Context: an optimization exercise on an open-source flow, tuned for small area, a short achievable clock period and few clock cycles. The choices shown serve that exercise and are no tape-out recipe.
Where RTL was checked, it was by simulation tests only, not by an equivalence proof against the original.
Power is estimated from default activity; no workload was simulated.

==> inputs of run R <==
// multicycle_cpu
module multicycle_cpu #(
  parameter int              XLEN     = cpu_pkg::XLEN_DEFAULT,
  parameter int              NREG     = 32,
  parameter logic [XLEN-1:0] RESET_PC = '0
) (
  input  logic              Clock,
  input  logic              Reset,
  output logic              imem_req,
  output logic [XLEN-1:0]   imem_addr,
  input  logic              imem_ready,
  input  logic [31:0]       imem_rdata,
  output logic              dmem_req,
  output logic              dmem_we,
  output logic [XLEN-1:0]   dmem_addr,
  output logic [XLEN-1:0]   dmem_wdata,
  input  logic              dmem_ready,
  input  logic [XLEN-1:0]   dmem_rdata,
  output logic [XLEN-1:0]   Result,
  output logic [XLEN-1:0]   Addr,
  output logic              retire,
  output logic              halted
);
  logic [XLEN-1:0] pc_f;
  logic            halted_reg;
  logic [XLEN-1:0] result_reg;
  logic            x_valid, x_halt;
  logic [XLEN-1:0] x_pc, x_a, x_b, x_sd;
  logic            x_la, x_lb, x_fs;        
  logic            x_we, x_res, x_lw, x_sw, x_beq;
  logic            x_sub, x_and, x_or, x_slt;
  logic [4:0]      x_wa;
  logic            m_valid;
  logic [XLEN-1:0] m_pc, m_alu, m_sd;
  logic            m_we, m_res, m_lw, m_sw;
  logic [4:0]      m_wa;
  logic            m_mem, m_stall, m_done;
  logic [XLEN-1:0] m_wdata;
  assign m_mem   = m_lw || m_sw;
  assign m_stall = m_valid && m_mem && !dmem_ready;
  assign m_done  = m_valid && !m_stall;
  assign m_wdata = m_lw ? dmem_rdata : m_alu;
  logic [5:0]  f_op, f_fn;
  logic [4:0]  f_rs, f_rt, f_rd, f_wa;
  logic [15:0] f_imm;
  logic        f_rtype, f_alu_r, f_addi, f_lw, f_sw, f_beq, f_j, f_legal;
  logic        f_use_rt;
  assign f_op  = imem_rdata[31:26];
  assign f_fn  = imem_rdata[5:0];
  assign f_rs  = imem_rdata[25:21];
  assign f_rt  = imem_rdata[20:16];
  assign f_rd  = imem_rdata[15:11];
  assign f_imm = imem_rdata[15:0];
  assign f_rtype = (f_op == cpu_pkg::OP_RTYPE);
  assign f_alu_r = f_rtype && ((f_fn == cpu_pkg::FN_ADD) || (f_fn == cpu_pkg::FN_SUB) ||
                               (f_fn == cpu_pkg::FN_AND) || (f_fn == cpu_pkg::FN_OR) ||
                               (f_fn == cpu_pkg::FN_SLT));
  assign f_addi  = (f_op == cpu_pkg::OP_ADDI);
  assign f_lw    = (f_op == cpu_pkg::OP_LW);
  ...
clock: 6.0 ns
lec_check: 0
abc_area: 1
cap_margin: 20
core_margin: 2
core_utilization: 55
cts_cluster_diameter: 70
cts_cluster_size: 30
place_density: 0.65
setup_slack_margin: 2.65
slew_margin: 20
run.sh (not shown) runs the stock make flow with config.mk's settings and CLKGATE_MAP_FILE= SYNTH_SCRIPT=/design/flow/synth_recipe.tcl, a recipe that flattens the netlist after the stock synthesis.
==> run K: changes against run R <==
--- a/flow/design.v
+++ b/flow/design.v
@@ -32,26 +32,26 @@
   input  logic [4:0]      raddr2,
   output logic [XLEN-1:0] rdata1,
   output logic [XLEN-1:0] rdata2,
   input  logic            we,
   input  logic [4:0]      waddr,
   input  logic [XLEN-1:0] wdata
 );
   logic [XLEN-1:0] regs [32];
-  logic [XLEN-1:0] wdata_r;
-  assign wdata_r = rst_n ? wdata : '0;
   genvar gi;
   generate
     for (gi = 0; gi < 32; gi++) begin : g_reg
       if (gi > 0 && gi < NREG) begin : g_impl
         logic [XLEN-1:0] q_reg;
         always_ff @(posedge clk) begin
-          if (!rst_n || (we && waddr == 5'(gi)))
-            q_reg <= wdata_r;
+          if (!rst_n)
+            q_reg <= '0;
+          else if (we && waddr == 5'(gi))
+            q_reg <= wdata;
         end
         assign regs[gi] = q_reg;
       end else begin : g_zero
         assign regs[gi] = '0;
       end
     end
   endgenerate
   assign rdata1 = regs[raddr1];
@@ -79,17 +79,17 @@
   output logic              retire,
   output logic              halted
 );
   logic [XLEN-1:0] pc_f;
   logic            halted_reg;
   logic [XLEN-1:0] result_reg;
   logic            x_valid, x_halt;
   logic [XLEN-1:0] x_pc, x_a, x_b, x_sd;
-  logic            x_la, x_lb, x_fs;        
+  logic            x_fa, x_fb, x_fs;        
   logic            x_we, x_res, x_lw, x_sw, x_beq;
   logic            x_sub, x_and, x_or, x_slt;
   logic [4:0]      x_wa;
   logic            m_valid;
   logic [XLEN-1:0] m_pc, m_alu, m_sd;
   logic            m_we, m_res, m_lw, m_sw;
   logic [4:0]      m_wa;
   logic            m_mem, m_stall, m_done;
@@ -116,136 +116,104 @@
   assign f_addi  = (f_op == cpu_pkg::OP_ADDI);
   assign f_lw    = (f_op == cpu_pkg::OP_LW);
   assign f_sw    = (f_op == cpu_pkg::OP_SW);
   assign f_beq   = (f_op == cpu_pkg::OP_BEQ);
   assign f_j     = (f_op == cpu_pkg::OP_J);
   assign f_legal = f_alu_r || f_addi || f_lw || f_sw || f_beq || f_j;
   assign f_use_rt = f_alu_r || f_beq;        
   assign f_wa    = f_rtype ? f_rd : f_rt;
-  logic [XLEN-1:0] rf_rd1, rf_rd2;
+  logic [XLEN-1:0] rf_rd1, rf_rd2, rv1, rv2;
   logic            rf_we;
   assign rf_we = m_done && m_we;
   regfile #(.XLEN(XLEN), .NREG(NREG)) u_regfile (
     .clk    (Clock),
     .rst_n  (Reset),
     .raddr1 (f_rs),
     .raddr2 (f_rt),
     .rdata1 (rf_rd1),
     .rdata2 (rf_rd2),
     .we     (rf_we),
     .waddr  (m_wa),
     .wdata  (m_wdata)
   );
-  logic hx_rs, hx_rt, fx_rs, fx_rt;
+  assign rv1 = (m_valid && m_we && m_wa == f_rs) ? m_wdata : rf_rd1;
+  assign rv2 = (m_valid && m_we && m_wa == f_rt) ? m_wdata : rf_rd2;
+  logic hx_rs, hx_rt, ld_use;
   assign hx_rs  = x_valid && x_we && (x_wa == f_rs);
   assign hx_rt  = x_valid && x_we && (x_wa == f_rt);
-  assign fx_rs  = hx_rs && !x_lw;           
-  assign fx_rt  = hx_rt && !x_lw;
+  assign ld_use = x_lw && (hx_rs || (hx_rt && f_use_rt));
   logic [XLEN-1:0] xa, xb, xsd, bx, alu_res;
   logic [XLEN:0]   sum;
   logic            slt, br_taken;
   logic [XLEN-1:0] br_target;
   logic [XLEN-2:0] br_sum;
-  assign xa  = x_la ? dmem_rdata : x_a;
-  assign xb  = x_lb ? dmem_rdata : x_b;
-  assign xsd = x_fs ? dmem_rdata : x_sd;
+  assign xa  = x_fa ? m_alu : x_a;
+  assign xb  = x_fb ? m_alu : x_b;
+  assign xsd = x_fs ? m_wdata : x_sd;
   assign bx  = x_sub ? ~xb : xb;
   assign sum = {xa, 1'b1} + {bx, x_sub};
   assign slt = (xa[XLEN-1] ^ xb[XLEN-1]) ? xa[XLEN-1] : sum[XLEN];
   always_comb begin
     if (x_and)      alu_res = xa & xb;
     else if (x_or)  alu_res = xa | xb;
     else if (x_slt) alu_res = {{(XLEN-1){1'b0}}, slt};
     else            alu_res = sum[XLEN:1];
   end
   assign br_sum    = {x_pc[XLEN-1:2], 1'b1} + {{(XLEN-17){x_sd[15]}}, x_sd[15:0], 1'b1};
   assign br_target = {br_sum[XLEN-2:1], 2'b00};
-  assign br_taken  = x_beq && (x_a == x_b);
-  logic            ia_rf, ia_ld, ia_ma, ia_alu;
-  logic            ib_rf, ib_ld, ib_ma, ib_alu, ib_imm, is_rf, is_ld, is_ma, is_alu, is_imm;
-  logic            byp1, byp2, f_itype;
-  logic [XLEN-1:0] f_sext, xa_next, xb_next, xsd_next;
-  assign byp1    = m_valid && m_we && m_wa == f_rs;
-  assign byp2    = m_valid && m_we && m_wa == f_rt;
-  assign f_itype = f_addi || f_lw || f_sw;
-  assign f_sext  = {{(XLEN-16){f_imm[15]}}, f_imm};
-  assign ia_alu = fx_rs;
-  assign ia_ld  = !fx_rs && byp1 && m_lw;
-  assign ia_ma  = !fx_rs && byp1 && !m_lw;
-  assign ia_rf  = !fx_rs && !byp1;
-  assign ib_imm = f_itype;
-  assign ib_alu = !f_itype && fx_rt;
-  assign ib_ld  = !f_itype && !fx_rt && byp2 && m_lw;
-  assign ib_ma  = !f_itype && !fx_rt && byp2 && !m_lw;
-  assign ib_rf  = !f_itype && !fx_rt && !byp2;
-  assign is_imm = f_beq;
-  assign is_alu = !f_beq && fx_rt;
-  assign is_ld  = !f_beq && !fx_rt && byp2 && m_lw;
-  assign is_ma  = !f_beq && !fx_rt && byp2 && !m_lw;
-  assign is_rf  = !f_beq && !fx_rt && !byp2;
-  assign xa_next  = ({XLEN{ia_rf}}  & rf_rd1) | ({XLEN{ia_alu}} & alu_res) |
-                    ({XLEN{ia_ld}}  & dmem_rdata) | ({XLEN{ia_ma}} & m_alu);
-  assign xb_next  = ({XLEN{ib_rf}}  & rf_rd2) | ({XLEN{ib_alu}} & alu_res) |
-                    ({XLEN{ib_ld}}  & dmem_rdata) | ({XLEN{ib_ma}} & m_alu) |
-                    ({XLEN{ib_imm}} & f_sext);
-  assign xsd_next = ({XLEN{is_rf}}  & rf_rd2) | ({XLEN{is_alu}} & alu_res) |
-                    ({XLEN{is_ld}}  & dmem_rdata) | ({XLEN{is_ma}} & m_alu) |
-                    ({XLEN{is_imm}} & {{(XLEN-16){1'b0}}, f_imm});
+  assign br_taken  = x_valid && x_beq && (xa == xb);
   logic            f_acc;
   logic [XLEN-1:0] pc4, next_pc;
   assign pc4   = pc_f + XLEN'(4);
-  logic beq_ld;
-  assign beq_ld = f_beq && x_lw && (hx_rs || hx_rt);
-  assign f_acc = imem_ready && !m_stall && !br_taken && !beq_ld && !x_halt && !halted_reg;
-  logic [XLEN-1:0] seq_pc;
+  assign f_acc = imem_ready && !m_stall && !br_taken && !ld_use && !x_halt && !halted_reg;
   always_comb begin
     if (m_stall)
-      seq_pc = x_valid || x_halt ? x_pc : pc_f;
+      next_pc = x_valid || x_halt ? x_pc : pc_f;
+    else if (br_taken)
+      next_pc = br_target;
     else if (f_acc)
-      seq_pc = f_j ? {pc4[XLEN-1:28], imem_rdata[25:0], 2'b00} : pc4;
+      next_pc = f_j ? {pc4[XLEN-1:28], imem_rdata[25:0], 2'b00} : pc4;
     else
-      seq_pc = pc_f;
-    next_pc = (br_taken && !m_stall) ? br_target : seq_pc;
+      next_pc = pc_f;
   end
   always_ff @(posedge Clock) begin
     if (!Reset) begin
       pc_f       <= RESET_PC;
       halted_reg <= 1'b0;
       result_reg <= '0;
       x_valid    <= 1'b0;
-      x_beq      <= 1'b0;
       x_halt     <= 1'b0;
       m_valid    <= 1'b0;
     end else begin
       pc_f <= next_pc;
       x_valid <= f_acc && f_legal;
-      x_beq   <= f_acc && f_beq;
       x_halt  <= f_acc && !f_legal;
       if (x_halt && !m_stall)
         halted_reg <= 1'b1;
       if (!m_stall)
         m_valid <= x_valid;
       if (m_done && m_res)
         result_reg <= m_wdata;
     end
   end
   always_ff @(posedge Clock) begin
     x_pc  <= pc_f;
-    x_a   <= xa_next;
-    x_b   <= xb_next;
-    x_sd  <= xsd_next;
-    x_la  <= hx_rs && x_lw && !f_beq;
-    x_lb  <= hx_rt && f_alu_r && x_lw;
-    x_fs  <= hx_rt && f_sw && x_lw;
+    x_a   <= rv1;
+    x_b   <= (f_addi || f_lw || f_sw) ? {{(XLEN-16){f_imm[15]}}, f_imm} : rv2;
+    x_sd  <= {rv2[XLEN-1:16], f_beq ? f_imm : rv2[15:0]};
+    x_fa  <= hx_rs;
+    x_fb  <= hx_rt && f_use_rt;
+    x_fs  <= hx_rt && f_sw;
     x_we  <= (f_alu_r || f_addi || f_lw) && (f_wa != 5'd0);
     x_wa  <= f_wa;
     x_res <= f_alu_r || f_addi || f_lw;
     x_lw  <= f_lw;
     x_sw  <= f_sw;
+    x_beq <= f_beq;
     x_sub <= f_rtype && (f_fn == cpu_pkg::FN_SUB || f_fn == cpu_pkg::FN_SLT);
     x_and <= f_rtype && (f_fn == cpu_pkg::FN_AND);
     x_or  <= f_rtype && (f_fn == cpu_pkg::FN_OR);
     x_slt <= f_rtype && (f_fn == cpu_pkg::FN_SLT);
     if (!m_stall) begin
       m_pc  <= x_pc;
       m_alu <= alu_res;
       m_sd  <= xsd;
==> flow/config.mk (replaced) <==
export PLATFORM = sky130hd
export DESIGN_NAME = multicycle_cpu
export DESIGN_NICKNAME = multicycle_cpu
export VERILOG_FILES = /design/flow/design.v
export SDC_FILE = /design/flow/constraint.sdc
export NUM_CORES = 4
export LEC_CHECK = 0
export CAP_MARGIN = 20
export CORE_MARGIN = 2
export CORE_UTILIZATION = 30
export PLACE_DENSITY = 0.5
export SLEW_MARGIN = 20
==> comparison <==
In run K the routed wire length is higher than in run R, by 25%. Run K went through all stages and came out clean. Run R completed with no timing, DRC or antenna violations. Clock power: run K is higher than run R (about 40%). Non-clock buffer count: run R is higher than run K (101). Of run R and run K, run K has the higher via count (gap about 9%, measured against run K).
Testbench counts of run R, summed over its fixed seeds: cycles 16,535.
Function not checked in run K: the RTL went through the layout flow alone.

========
==> run a: inputs <==
==> flow/design.v <==
package cpu_pkg;
  localparam int XLEN_DEFAULT = 32;
  localparam logic [5:0] OP_RTYPE = 6'h00;
  localparam logic [5:0] OP_ADDI  = 6'h08;
  localparam logic [5:0] OP_LW    = 6'h23;
  localparam logic [5:0] OP_SW    = 6'h2B;
  localparam logic [5:0] OP_BEQ   = 6'h04;
  localparam logic [5:0] OP_J     = 6'h02;
  localparam logic [5:0] FN_ADD = 6'h20;
  localparam logic [5:0] FN_SUB = 6'h22;
  localparam logic [5:0] FN_AND = 6'h24;
  localparam logic [5:0] FN_OR  = 6'h25;
  localparam logic [5:0] FN_SLT = 6'h2A;
  typedef enum logic [2:0] {S_FETCH, S_DECODE, S_EXEC, S_MEM, S_WB, S_HALT} cpu_state_e;
  typedef enum logic [2:0] {ALU_ADD, ALU_SUB, ALU_AND, ALU_OR, ALU_SLT} alu_op_e;
  function automatic logic is_legal(input logic [5:0] op, input logic [5:0] fn);
    case (op)
      OP_RTYPE:                            is_legal = (fn == FN_ADD) || (fn == FN_SUB) || (fn == FN_AND)
                                                   || (fn == FN_OR) || (fn == FN_SLT);
      OP_ADDI, OP_LW, OP_SW, OP_BEQ, OP_J: is_legal = 1'b1;
      default:                             is_legal = 1'b0;
    endcase
  endfunction
endpackage
module regfile #(
  parameter int XLEN = 32,
  parameter int NREG = 32
) (
  input  logic            clk,
  input  logic            rst_n,
  input  logic [4:0]      raddr1,
  input  logic [4:0]      raddr2,
  output logic [XLEN-1:0] rdata1,
  output logic [XLEN-1:0] rdata2,
  input  logic            we,
  input  logic [4:0]      waddr,
  input  logic [XLEN-1:0] wdata
);
  logic [XLEN-1:0] regs [32];
  logic [XLEN-1:0] wdata_r;
  assign wdata_r = rst_n ? wdata : '0;
  genvar gi;
  generate
    for (gi = 0; gi < 32; gi++) begin : g_reg
      if (gi > 0 && gi < NREG) begin : g_impl
        logic [XLEN-1:0] q_reg;
        always_ff @(posedge clk) begin
          if (!rst_n || (we && waddr == 5'(gi)))
            q_reg <= wdata_r;
        end
        assign regs[gi] = q_reg;
      end else begin : g_zero
        assign regs[gi] = '0;
      end
    end
  endgenerate
  assign rdata1 = regs[raddr1];
  assign rdata2 = regs[raddr2];
endmodule
module multicycle_cpu #(
  parameter int              XLEN     = cpu_pkg::XLEN_DEFAULT,
  parameter int              NREG     = 32,
  parameter logic [XLEN-1:0] RESET_PC = '0
) (
  input  logic              Clock,
  input  logic              Reset,
  output logic              imem_req,
  output logic [XLEN-1:0]   imem_addr,
  input  logic              imem_ready,
  input  logic [31:0]       imem_rdata,
  output logic              dmem_req,
  output logic              dmem_we,
  output logic [XLEN-1:0]   dmem_addr,
  output logic [XLEN-1:0]   dmem_wdata,
  input  logic              dmem_ready,
  input  logic [XLEN-1:0]   dmem_rdata,
  output logic [XLEN-1:0]   Result,
  output logic [XLEN-1:0]   Addr,
  output logic              retire,
  output logic              halted
);
  logic [XLEN-1:0] pc_f;
  logic            halted_reg;
  logic [XLEN-1:0] result_reg;
  logic            x_valid, x_halt;
  logic [XLEN-1:0] x_pc, x_a, x_b, x_sd;
  logic            x_la, x_lb, x_fs;        
  logic            x_we, x_res, x_lw, x_sw, x_beq;
  logic            x_sub, x_and, x_or, x_slt;
  logic [4:0]      x_wa;
  logic            m_valid;
  logic [XLEN-1:0] m_pc, m_alu, m_sd;
  logic            m_we, m_res, m_lw, m_sw;
  logic [4:0]      m_wa;
  logic            m_mem, m_stall, m_done;
  logic [XLEN-1:0] m_wdata;
  assign m_mem   = m_lw || m_sw;
  assign m_stall = m_valid && m_mem && !dmem_ready;
  assign m_done  = m_valid && !m_stall;
  assign m_wdata = m_lw ? dmem_rdata : m_alu;
  logic [5:0]  f_op, f_fn;
  logic [4:0]  f_rs, f_rt, f_rd, f_wa;
  logic [15:0] f_imm;
  logic        f_rtype, f_alu_r, f_addi, f_lw, f_sw, f_beq, f_j, f_legal;
  logic        f_use_rt;
  assign f_op  = imem_rdata[31:26];
  assign f_fn  = imem_rdata[5:0];
  assign f_rs  = imem_rdata[25:21];
  assign f_rt  = imem_rdata[20:16];
  assign f_rd  = imem_rdata[15:11];
  assign f_imm = imem_rdata[15:0];
  assign f_rtype = (f_op == cpu_pkg::OP_RTYPE);
  assign f_alu_r = f_rtype && ((f_fn == cpu_pkg::FN_ADD) || (f_fn == cpu_pkg::FN_SUB) ||
                               (f_fn == cpu_pkg::FN_AND) || (f_fn == cpu_pkg::FN_OR) ||
                               (f_fn == cpu_pkg::FN_SLT));
  assign f_addi  = (f_op == cpu_pkg::OP_ADDI);
  assign f_lw    = (f_op == cpu_pkg::OP_LW);
  assign f_sw    = (f_op == cpu_pkg::OP_SW);
  assign f_beq   = (f_op == cpu_pkg::OP_BEQ);
  assign f_j     = (f_op == cpu_pkg::OP_J);
  assign f_legal = f_alu_r || f_addi || f_lw || f_sw || f_beq || f_j;
  assign f_use_rt = f_alu_r || f_beq;        
  assign f_wa    = f_rtype ? f_rd : f_rt;
  logic [XLEN-1:0] rf_rd1, rf_rd2;
  logic            rf_we;
  assign rf_we = m_done && m_we;
  regfile #(.XLEN(XLEN), .NREG(NREG)) u_regfile (
    .clk    (Clock),
    .rst_n  (Reset),
    .raddr1 (f_rs),
    .raddr2 (f_rt),
    .rdata1 (rf_rd1),
    .rdata2 (rf_rd2),
    .we     (rf_we),
    .waddr  (m_wa),
    .wdata  (m_wdata)
  );
  logic hx_rs, hx_rt, fx_rs, fx_rt;
  assign hx_rs  = x_valid && x_we && (x_wa == f_rs);
  assign hx_rt  = x_valid && x_we && (x_wa == f_rt);
  assign fx_rs  = hx_rs && !x_lw;           
  assign fx_rt  = hx_rt && !x_lw;
  logic [XLEN-1:0] xa, xb, xsd, bx, alu_res;
  logic [XLEN:0]   sum;
  logic            slt, br_taken;
  logic [XLEN-1:0] br_target;
  logic [XLEN-2:0] br_sum;
  assign xa  = x_la ? dmem_rdata : x_a;
  assign xb  = x_lb ? dmem_rdata : x_b;
  assign xsd = x_fs ? dmem_rdata : x_sd;
  assign bx  = x_sub ? ~xb : xb;
  assign sum = {xa, 1'b1} + {bx, x_sub};
  assign slt = (xa[XLEN-1] ^ xb[XLEN-1]) ? xa[XLEN-1] : sum[XLEN];
  always_comb begin
    if (x_and)      alu_res = xa & xb;
    else if (x_or)  alu_res = xa | xb;
    else if (x_slt) alu_res = {{(XLEN-1){1'b0}}, slt};
    else            alu_res = sum[XLEN:1];
  end
  assign br_sum    = {x_pc[XLEN-1:2], 1'b1} + {{(XLEN-17){x_sd[15]}}, x_sd[15:0], 1'b1};
  assign br_target = {br_sum[XLEN-2:1], 2'b00};
  assign br_taken  = x_beq && (xa == xb);
  logic            ia_rf, ia_ld, ia_ma, ia_alu;
  logic            ib_rf, ib_ld, ib_ma, ib_alu, ib_imm, is_rf, is_ld, is_ma, is_alu, is_imm;
  logic            byp1, byp2, f_itype;
  logic [XLEN-1:0] f_sext, xa_next, xb_next, xsd_next;
  assign byp1    = m_valid && m_we && m_wa == f_rs;
  assign byp2    = m_valid && m_we && m_wa == f_rt;
  assign f_itype = f_addi || f_lw || f_sw;
  assign f_sext  = {{(XLEN-16){f_imm[15]}}, f_imm};
  assign ia_alu = fx_rs;
  assign ia_ld  = !fx_rs && byp1 && m_lw;
  assign ia_ma  = !fx_rs && byp1 && !m_lw;
  assign ia_rf  = !fx_rs && !byp1;
  assign ib_imm = f_itype;
  assign ib_alu = !f_itype && fx_rt;
  assign ib_ld  = !f_itype && !fx_rt && byp2 && m_lw;
  assign ib_ma  = !f_itype && !fx_rt && byp2 && !m_lw;
  assign ib_rf  = !f_itype && !fx_rt && !byp2;
  assign is_imm = f_beq;
  assign is_alu = !f_beq && fx_rt;
  assign is_ld  = !f_beq && !fx_rt && byp2 && m_lw;
  assign is_ma  = !f_beq && !fx_rt && byp2 && !m_lw;
  assign is_rf  = !f_beq && !fx_rt && !byp2;
  assign xa_next  = ({XLEN{ia_rf}}  & rf_rd1) | ({XLEN{ia_alu}} & alu_res) |
                    ({XLEN{ia_ld}}  & dmem_rdata) | ({XLEN{ia_ma}} & m_alu);
  assign xb_next  = ({XLEN{ib_rf}}  & rf_rd2) | ({XLEN{ib_alu}} & alu_res) |
                    ({XLEN{ib_ld}}  & dmem_rdata) | ({XLEN{ib_ma}} & m_alu) |
                    ({XLEN{ib_imm}} & f_sext);
  assign xsd_next = ({XLEN{is_rf}}  & rf_rd2) | ({XLEN{is_alu}} & alu_res) |
                    ({XLEN{is_ld}}  & dmem_rdata) | ({XLEN{is_ma}} & m_alu) |
                    ({XLEN{is_imm}} & {{(XLEN-16){1'b0}}, f_imm});
  logic            f_acc;
  logic [XLEN-1:0] pc4, next_pc;
  assign pc4   = pc_f + XLEN'(4);
  assign f_acc = imem_ready && !m_stall && !br_taken && !x_halt && !halted_reg;
  logic [XLEN-1:0] seq_pc;
  always_comb begin
    if (m_stall)
      seq_pc = x_valid || x_halt ? x_pc : pc_f;
    else if (f_acc)
      seq_pc = f_j ? {pc4[XLEN-1:28], imem_rdata[25:0], 2'b00} : pc4;
    else
      seq_pc = pc_f;
    next_pc = (br_taken && !m_stall) ? br_target : seq_pc;
  end
  always_ff @(posedge Clock) begin
    if (!Reset) begin
      pc_f       <= RESET_PC;
      halted_reg <= 1'b0;
      result_reg <= '0;
      x_valid    <= 1'b0;
      x_beq      <= 1'b0;
      x_halt     <= 1'b0;
      m_valid    <= 1'b0;
    end else begin
      pc_f <= next_pc;
      x_valid <= f_acc && f_legal;
      x_beq   <= f_acc && f_beq;
      x_halt  <= f_acc && !f_legal;
      if (x_halt && !m_stall)
        halted_reg <= 1'b1;
      if (!m_stall)
        m_valid <= x_valid;
      if (m_done && m_res)
        result_reg <= m_wdata;
    end
  end
  always_ff @(posedge Clock) begin
    x_pc  <= pc_f;
    x_a   <= xa_next;
    x_b   <= xb_next;
    x_sd  <= xsd_next;
    x_la  <= hx_rs && x_lw;
    x_lb  <= hx_rt && f_use_rt && x_lw;
    x_fs  <= hx_rt && f_sw && x_lw;
    x_we  <= (f_alu_r || f_addi || f_lw) && (f_wa != 5'd0);
    x_wa  <= f_wa;
    x_res <= f_alu_r || f_addi || f_lw;
    x_lw  <= f_lw;
    x_sw  <= f_sw;
    x_sub <= f_rtype && (f_fn == cpu_pkg::FN_SUB || f_fn == cpu_pkg::FN_SLT);
    x_and <= f_rtype && (f_fn == cpu_pkg::FN_AND);
    x_or  <= f_rtype && (f_fn == cpu_pkg::FN_OR);
    x_slt <= f_rtype && (f_fn == cpu_pkg::FN_SLT);
    if (!m_stall) begin
      m_pc  <= x_pc;
      m_alu <= alu_res;
      m_sd  <= xsd;
      m_we  <= x_we;
      m_wa  <= x_wa;
      m_res <= x_res;
      m_lw  <= x_lw;
      m_sw  <= x_sw;
    end
  end
  assign imem_req   = Reset && !halted_reg;
  assign imem_addr  = pc_f;
  assign dmem_req   = Reset && m_valid && m_mem;
  assign dmem_we    = m_sw;
  assign dmem_addr  = m_alu;
  assign dmem_wdata = m_sd;
  assign retire = m_done;
  assign Addr   = m_pc;
  assign Result = result_reg;
  assign halted = halted_reg || (x_halt && !(m_valid && m_mem));
endmodule
==> flow/run.sh <==
#!/bin/bash
# synth_recipe.tcl (not shown) runs the flow's synth.tcl, then flattens the netlist and writes it again
# the make line also repeats each setting of config.mk as NAME=value (left out here)
make -C /OpenROAD-flow-scripts/flow DESIGN_CONFIG=/design/flow/config.mk WORK_HOME=/design/flow/orfs CLKGATE_MAP_FILE= SYNTH_SCRIPT=/design/flow/synth_recipe.tcl finish
==> flow/config.mk <==
export PLATFORM = sky130hd
export DESIGN_NAME = multicycle_cpu
export DESIGN_NICKNAME = multicycle_cpu
export VERILOG_FILES = /design/flow/design.v
export SDC_FILE = /design/flow/constraint.sdc
export NUM_CORES = 4
export LEC_CHECK = 0
export ABC_AREA = 1
export CAP_MARGIN = 20
export CORE_MARGIN = 2
export CORE_UTILIZATION = 55
export CTS_CLUSTER_DIAMETER = 70
export CTS_CLUSTER_SIZE = 30
export PLACE_DENSITY = 0.65
export SETUP_SLACK_MARGIN = 2.8
export SLEW_MARGIN = 20
==> flow/constraint.sdc <==
create_clock -name core_clock -period 6.0 [get_ports {Clock}]
set_input_delay 1.2000 -clock core_clock [delete_from_list [all_inputs] [get_ports {Clock}]]
set_output_delay 1.2000 -clock core_clock [all_outputs]
set_load 0.01 [all_outputs]
==> run b (differences from run a) <==
--- a/flow/design.v
+++ b/flow/design.v
@@ -160,5 +160,5 @@
   assign br_sum    = {x_pc[XLEN-1:2], 1'b1} + {{(XLEN-17){x_sd[15]}}, x_sd[15:0], 1'b1};
   assign br_target = {br_sum[XLEN-2:1], 2'b00};
-  assign br_taken  = x_beq && (xa == xb);
+  assign br_taken  = x_beq && (x_a == x_b);
   logic            ia_rf, ia_ld, ia_ma, ia_alu;
   logic            ib_rf, ib_ld, ib_ma, ib_alu, ib_imm, is_rf, is_ld, is_ma, is_alu, is_imm;
@@ -194,5 +194,7 @@
   logic [XLEN-1:0] pc4, next_pc;
   assign pc4   = pc_f + XLEN'(4);
-  assign f_acc = imem_ready && !m_stall && !br_taken && !x_halt && !halted_reg;
+  logic beq_ld;
+  assign beq_ld = f_beq && x_lw && (hx_rs || hx_rt);
+  assign f_acc = imem_ready && !m_stall && !br_taken && !beq_ld && !x_halt && !halted_reg;
   logic [XLEN-1:0] seq_pc;
   always_comb begin
@@ -232,6 +234,6 @@
     x_b   <= xb_next;
     x_sd  <= xsd_next;
-    x_la  <= hx_rs && x_lw;
-    x_lb  <= hx_rt && f_use_rt && x_lw;
+    x_la  <= hx_rs && x_lw && !f_beq;
+    x_lb  <= hx_rt && f_alu_r && x_lw;
     x_fs  <= hx_rt && f_sw && x_lw;
     x_we  <= (f_alu_r || f_addi || f_lw) && (f_wa != 5'd0);
- CORE_UTILIZATION: 55 -> 57
- CTS_CLUSTER_DIAMETER: 70 -> 65
- PLACE_DENSITY: 0.65 -> 0.67
- SETUP_SLACK_MARGIN: 2.8 -> 2.9
==> run c (differences from run a) <==
==> flow/design.v, changed modules only <==
module regfile #(
  parameter int XLEN = 32,
  parameter int NREG = 32
) (
  input  logic            clk,
  input  logic            rst_n,
  input  logic [4:0]      raddr1,
  input  logic [4:0]      raddr2,
  output logic [XLEN-1:0] rdata1,
  output logic [XLEN-1:0] rdata2,
  input  logic            we,
  input  logic [4:0]      waddr,
  input  logic [XLEN-1:0] wdata
);
  logic [XLEN-1:0] regs [32];
  genvar gi;
  generate
    for (gi = 0; gi < 32; gi++) begin : g_reg
      if (gi > 0 && gi < NREG) begin : g_impl
        logic [XLEN-1:0] q_reg;
        always_ff @(posedge clk) begin
          if (!rst_n)
            q_reg <= '0;
          else if (we && waddr == 5'(gi))
            q_reg <= wdata;
        end
        assign regs[gi] = q_reg;
      end else begin : g_zero
        assign regs[gi] = '0;
      end
    end
  endgenerate
  assign rdata1 = regs[raddr1];
  assign rdata2 = regs[raddr2];
endmodule
module multicycle_cpu #(
  parameter int              XLEN     = cpu_pkg::XLEN_DEFAULT,
  parameter int              NREG     = 32,
  parameter logic [XLEN-1:0] RESET_PC = '0
) (
  input  logic              Clock,
  input  logic              Reset,
  output logic              imem_req,
  output logic [XLEN-1:0]   imem_addr,
  input  logic              imem_ready,
  input  logic [31:0]       imem_rdata,
  output logic              dmem_req,
  output logic              dmem_we,
  output logic [XLEN-1:0]   dmem_addr,
  output logic [XLEN-1:0]   dmem_wdata,
  input  logic              dmem_ready,
  input  logic [XLEN-1:0]   dmem_rdata,
  output logic [XLEN-1:0]   Result,
  output logic [XLEN-1:0]   Addr,
  output logic              retire,
  output logic              halted
);
  logic [XLEN-1:0] pc_f;
  logic            halted_reg;
  logic [XLEN-1:0] result_reg;
  logic            x_valid, x_halt;
  logic [XLEN-1:0] x_pc, x_a, x_b, x_sd;
  logic            x_la, x_lb, x_fs;        
  logic            x_we, x_res, x_lw, x_sw, x_beq;
  logic            x_sub, x_and, x_or, x_slt;
  logic [4:0]      x_wa;
  logic            m_valid;
  logic [XLEN-1:0] m_pc, m_alu, m_sd;
  logic            m_we, m_res, m_lw, m_sw;
  logic [4:0]      m_wa;
  logic            m_mem, m_stall, m_done;
  logic [XLEN-1:0] m_wdata;
  assign m_mem   = m_lw || m_sw;
  assign m_stall = m_valid && m_mem && !dmem_ready;
  assign m_done  = m_valid && !m_stall;
  assign m_wdata = m_lw ? dmem_rdata : m_alu;
  logic [5:0]  f_op, f_fn;
  logic [4:0]  f_rs, f_rt, f_rd, f_wa;
  logic [15:0] f_imm;
  logic        f_rtype, f_alu_r, f_addi, f_lw, f_sw, f_beq, f_j, f_legal;
  logic        f_use_rt;
  assign f_op  = imem_rdata[31:26];
  assign f_fn  = imem_rdata[5:0];
  assign f_rs  = imem_rdata[25:21];
  assign f_rt  = imem_rdata[20:16];
  assign f_rd  = imem_rdata[15:11];
  assign f_imm = imem_rdata[15:0];
  assign f_rtype = (f_op == cpu_pkg::OP_RTYPE);
  assign f_alu_r = f_rtype && ((f_fn == cpu_pkg::FN_ADD) || (f_fn == cpu_pkg::FN_SUB) ||
                               (f_fn == cpu_pkg::FN_AND) || (f_fn == cpu_pkg::FN_OR) ||
                               (f_fn == cpu_pkg::FN_SLT));
  assign f_addi  = (f_op == cpu_pkg::OP_ADDI);
  assign f_lw    = (f_op == cpu_pkg::OP_LW);
  assign f_sw    = (f_op == cpu_pkg::OP_SW);
  assign f_beq   = (f_op == cpu_pkg::OP_BEQ);
  assign f_j     = (f_op == cpu_pkg::OP_J);
  assign f_legal = f_alu_r || f_addi || f_lw || f_sw || f_beq || f_j;
  assign f_use_rt = f_alu_r || f_beq;        
  assign f_wa    = f_rtype ? f_rd : f_rt;
  logic [XLEN-1:0] rf_rd1, rf_rd2, rv1, rv2;
  logic            rf_we;
  assign rf_we = m_done && m_we;
  regfile #(.XLEN(XLEN), .NREG(NREG)) u_regfile (
    .clk    (Clock),
    .rst_n  (Reset),
    .raddr1 (f_rs),
    .raddr2 (f_rt),
    .rdata1 (rf_rd1),
    .rdata2 (rf_rd2),
    .we     (rf_we),
    .waddr  (m_wa),
    .wdata  (m_wdata)
  );
  assign rv1 = (m_valid && m_we && m_wa == f_rs) ? m_wdata : rf_rd1;
  assign rv2 = (m_valid && m_we && m_wa == f_rt) ? m_wdata : rf_rd2;
  logic hx_rs, hx_rt, fx_rs, fx_rt;
  assign hx_rs  = x_valid && x_we && (x_wa == f_rs);
  assign hx_rt  = x_valid && x_we && (x_wa == f_rt);
  assign fx_rs  = hx_rs && !x_lw;           
  assign fx_rt  = hx_rt && !x_lw;
  logic [XLEN-1:0] xa, xb, xsd, bx, alu_res;
  logic [XLEN:0]   sum;
  logic            slt, br_taken;
  logic [XLEN-1:0] br_target;
  logic [XLEN-2:0] br_sum;
  assign xa  = x_la ? dmem_rdata : x_a;
  assign xb  = x_lb ? dmem_rdata : x_b;
  assign xsd = x_fs ? dmem_rdata : x_sd;
  assign bx  = x_sub ? ~xb : xb;
  assign sum = {xa, 1'b1} + {bx, x_sub};
  assign slt = (xa[XLEN-1] ^ xb[XLEN-1]) ? xa[XLEN-1] : sum[XLEN];
  always_comb begin
    if (x_and)      alu_res = xa & xb;
    else if (x_or)  alu_res = xa | xb;
    else if (x_slt) alu_res = {{(XLEN-1){1'b0}}, slt};
    else            alu_res = sum[XLEN:1];
  end
  assign br_sum    = {x_pc[XLEN-1:2], 1'b1} + {{(XLEN-17){x_sd[15]}}, x_sd[15:0], 1'b1};
  assign br_target = {br_sum[XLEN-2:1], 2'b00};
  assign br_taken  = x_beq && (xa == xb);
  logic            f_acc;
  logic [XLEN-1:0] pc4, next_pc;
  assign pc4   = pc_f + XLEN'(4);
  assign f_acc = imem_ready && !m_stall && !br_taken && !x_halt && !halted_reg;
  logic [XLEN-1:0] seq_pc;
  always_comb begin
    if (m_stall)
      seq_pc = x_valid || x_halt ? x_pc : pc_f;
    else if (f_acc)
      seq_pc = f_j ? {pc4[XLEN-1:28], imem_rdata[25:0], 2'b00} : pc4;
    else
      seq_pc = pc_f;
    next_pc = (br_taken && !m_stall) ? br_target : seq_pc;
  end
  always_ff @(posedge Clock) begin
    if (!Reset) begin
      pc_f       <= RESET_PC;
      halted_reg <= 1'b0;
      result_reg <= '0;
      x_valid    <= 1'b0;
      x_beq      <= 1'b0;
      x_halt     <= 1'b0;
      m_valid    <= 1'b0;
    end else begin
      pc_f <= next_pc;
      x_valid <= f_acc && f_legal;
      x_beq   <= f_acc && f_beq;
      x_halt  <= f_acc && !f_legal;
      if (x_halt && !m_stall)
        halted_reg <= 1'b1;
      if (!m_stall)
        m_valid <= x_valid;
      if (m_done && m_res)
        result_reg <= m_wdata;
    end
  end
  always_ff @(posedge Clock) begin
    x_pc  <= pc_f;
    x_a   <= fx_rs ? alu_res : rv1;
    x_b   <= (f_addi || f_lw || f_sw) ? {{(XLEN-16){f_imm[15]}}, f_imm} : fx_rt ? alu_res : rv2;
    x_sd  <= f_beq ? {{(XLEN-16){1'b0}}, f_imm} : fx_rt ? alu_res : rv2;
    x_la  <= hx_rs && x_lw;
    x_lb  <= hx_rt && f_use_rt && x_lw;
    x_fs  <= hx_rt && f_sw && x_lw;
    x_we  <= (f_alu_r || f_addi || f_lw) && (f_wa != 5'd0);
    x_wa  <= f_wa;
    x_res <= f_alu_r || f_addi || f_lw;
    x_lw  <= f_lw;
    x_sw  <= f_sw;
    x_sub <= f_rtype && (f_fn == cpu_pkg::FN_SUB || f_fn == cpu_pkg::FN_SLT);
    x_and <= f_rtype && (f_fn == cpu_pkg::FN_AND);
    x_or  <= f_rtype && (f_fn == cpu_pkg::FN_OR);
    x_slt <= f_rtype && (f_fn == cpu_pkg::FN_SLT);
    if (!m_stall) begin
      m_pc  <= x_pc;
      m_alu <= alu_res;
      m_sd  <= xsd;
      m_we  <= x_we;
      m_wa  <= x_wa;
      m_res <= x_res;
      m_lw  <= x_lw;
      m_sw  <= x_sw;
    end
  end
  assign imem_req   = Reset && !halted_reg;
  assign imem_addr  = pc_f;
  assign dmem_req   = Reset && m_valid && m_mem;
  assign dmem_we    = m_sw;
  assign dmem_addr  = m_alu;
  assign dmem_wdata = m_sd;
  assign retire = m_done;
  assign Addr   = m_pc;
  assign Result = result_reg;
  assign halted = halted_reg || (x_halt && !(m_valid && m_mem));
endmodule
==> run_results.csv <==
group,metric,value,unit
outcome,status,"complete, no violations",
sta,fin_crit_sh,56.6,%
worst_setup_path,r2r-start,"x_lb",
synthesis,syn_area,65300,um^2
cells_and_area,buffers,793,
synthesis,syn_nets,9280,
drt,routedWlPerCell,29.6,um
synthesis,synth-xor-area-share,1.02,%
worst_setup_path,slowest_stage,"o21ai_0",
# the run above: run c

==> run_results.csv <==
group,metric,value,unit
cells_and_area,buffers,724,
synthesis,synth-xor-area-share,1.13,%
worst_setup_path,r2r-start,"x_lb",
synthesis,syn_nets,6688,
sta,fin_crit_sh,55.9,%
worst_setup_path,slowest_stage,"o2111ai_1",
synthesis,syn_area,63000,um^2
outcome,status,"complete, no violations",
pwr,pwr-share-comb,25.6,%
synthesis,yosysMostFrequentCell,"nand2_1",
drt,routedWlPerCell,32.8,um
# the run above: run b

==> run_results.csv <==
group,metric,value,unit
sta,fin_crit_sh,57.5,%
synthesis,syn_nets,6865,
synthesis,syn_area,63400,um^2
worst_setup_path,slowest_stage,"nand4_1",
worst_setup_path,r2r-start,"m_lw",
drt,routedWlPerCell,31.5,um
cells_and_area,buffers,682,
synthesis,synth-xor-area-share,1.02,%
outcome,status,"complete, no violations",
# the run above: run a

Testbench counts of run a, summed over its fixed seeds: cycles 16,535.
Testbench counts of run b, summed over its fixed seeds: cycles 16,535.
Testbench counts of run c, summed over its fixed seeds: cycles 16,535.

[separate check: timing with driven ports]
No port has a modelled driver above. Below, the same layouts with a new extraction and two added sets of constraints. Step 1 (the two cells are an assumption about what drives the block):
set clk [get_ports {Clock}]
set_driving_cell -lib_cell sky130_fd_sc_hd__clkbuf_16 $clk
set_driving_cell -lib_cell sky130_fd_sc_hd__buf_2 [delete_from_list [all_inputs] $clk]
Step 2 also shifts input and output timing later by t, the mid clock arrival at the registers, as if the neighbouring blocks saw the same clock. Three values: ideal ports, drivers, drivers and shift; two values: the first two.
run	t, ns	setup slack, ns	hold WS [ns]	worst setup path after step 2
run R	0.796	2.542 / 2.386 / 1.590	0.383 / 0.383 / 0.383	input to register
run K	0.911	1.260 / 1.292 / 0.413	0.381 / 0.381 / 0.381	input to register
run a	0.793	2.550 / 2.360 / 1.567	0.388 / 0.388 / 0.388	input to register
run b	0.800	2.643 / 2.675 / 1.875	0.383 / 0.383 / 0.383	input to register
run c	0.820	2.605 / 2.596 / 1.776	0.393 / 0.393 / 0.393	input to register
After both steps setup and hold are still met in every run listed. The setup slack of run a, which loses most, moves by -0.190 ns with the drivers and by -0.983 ns with both steps.
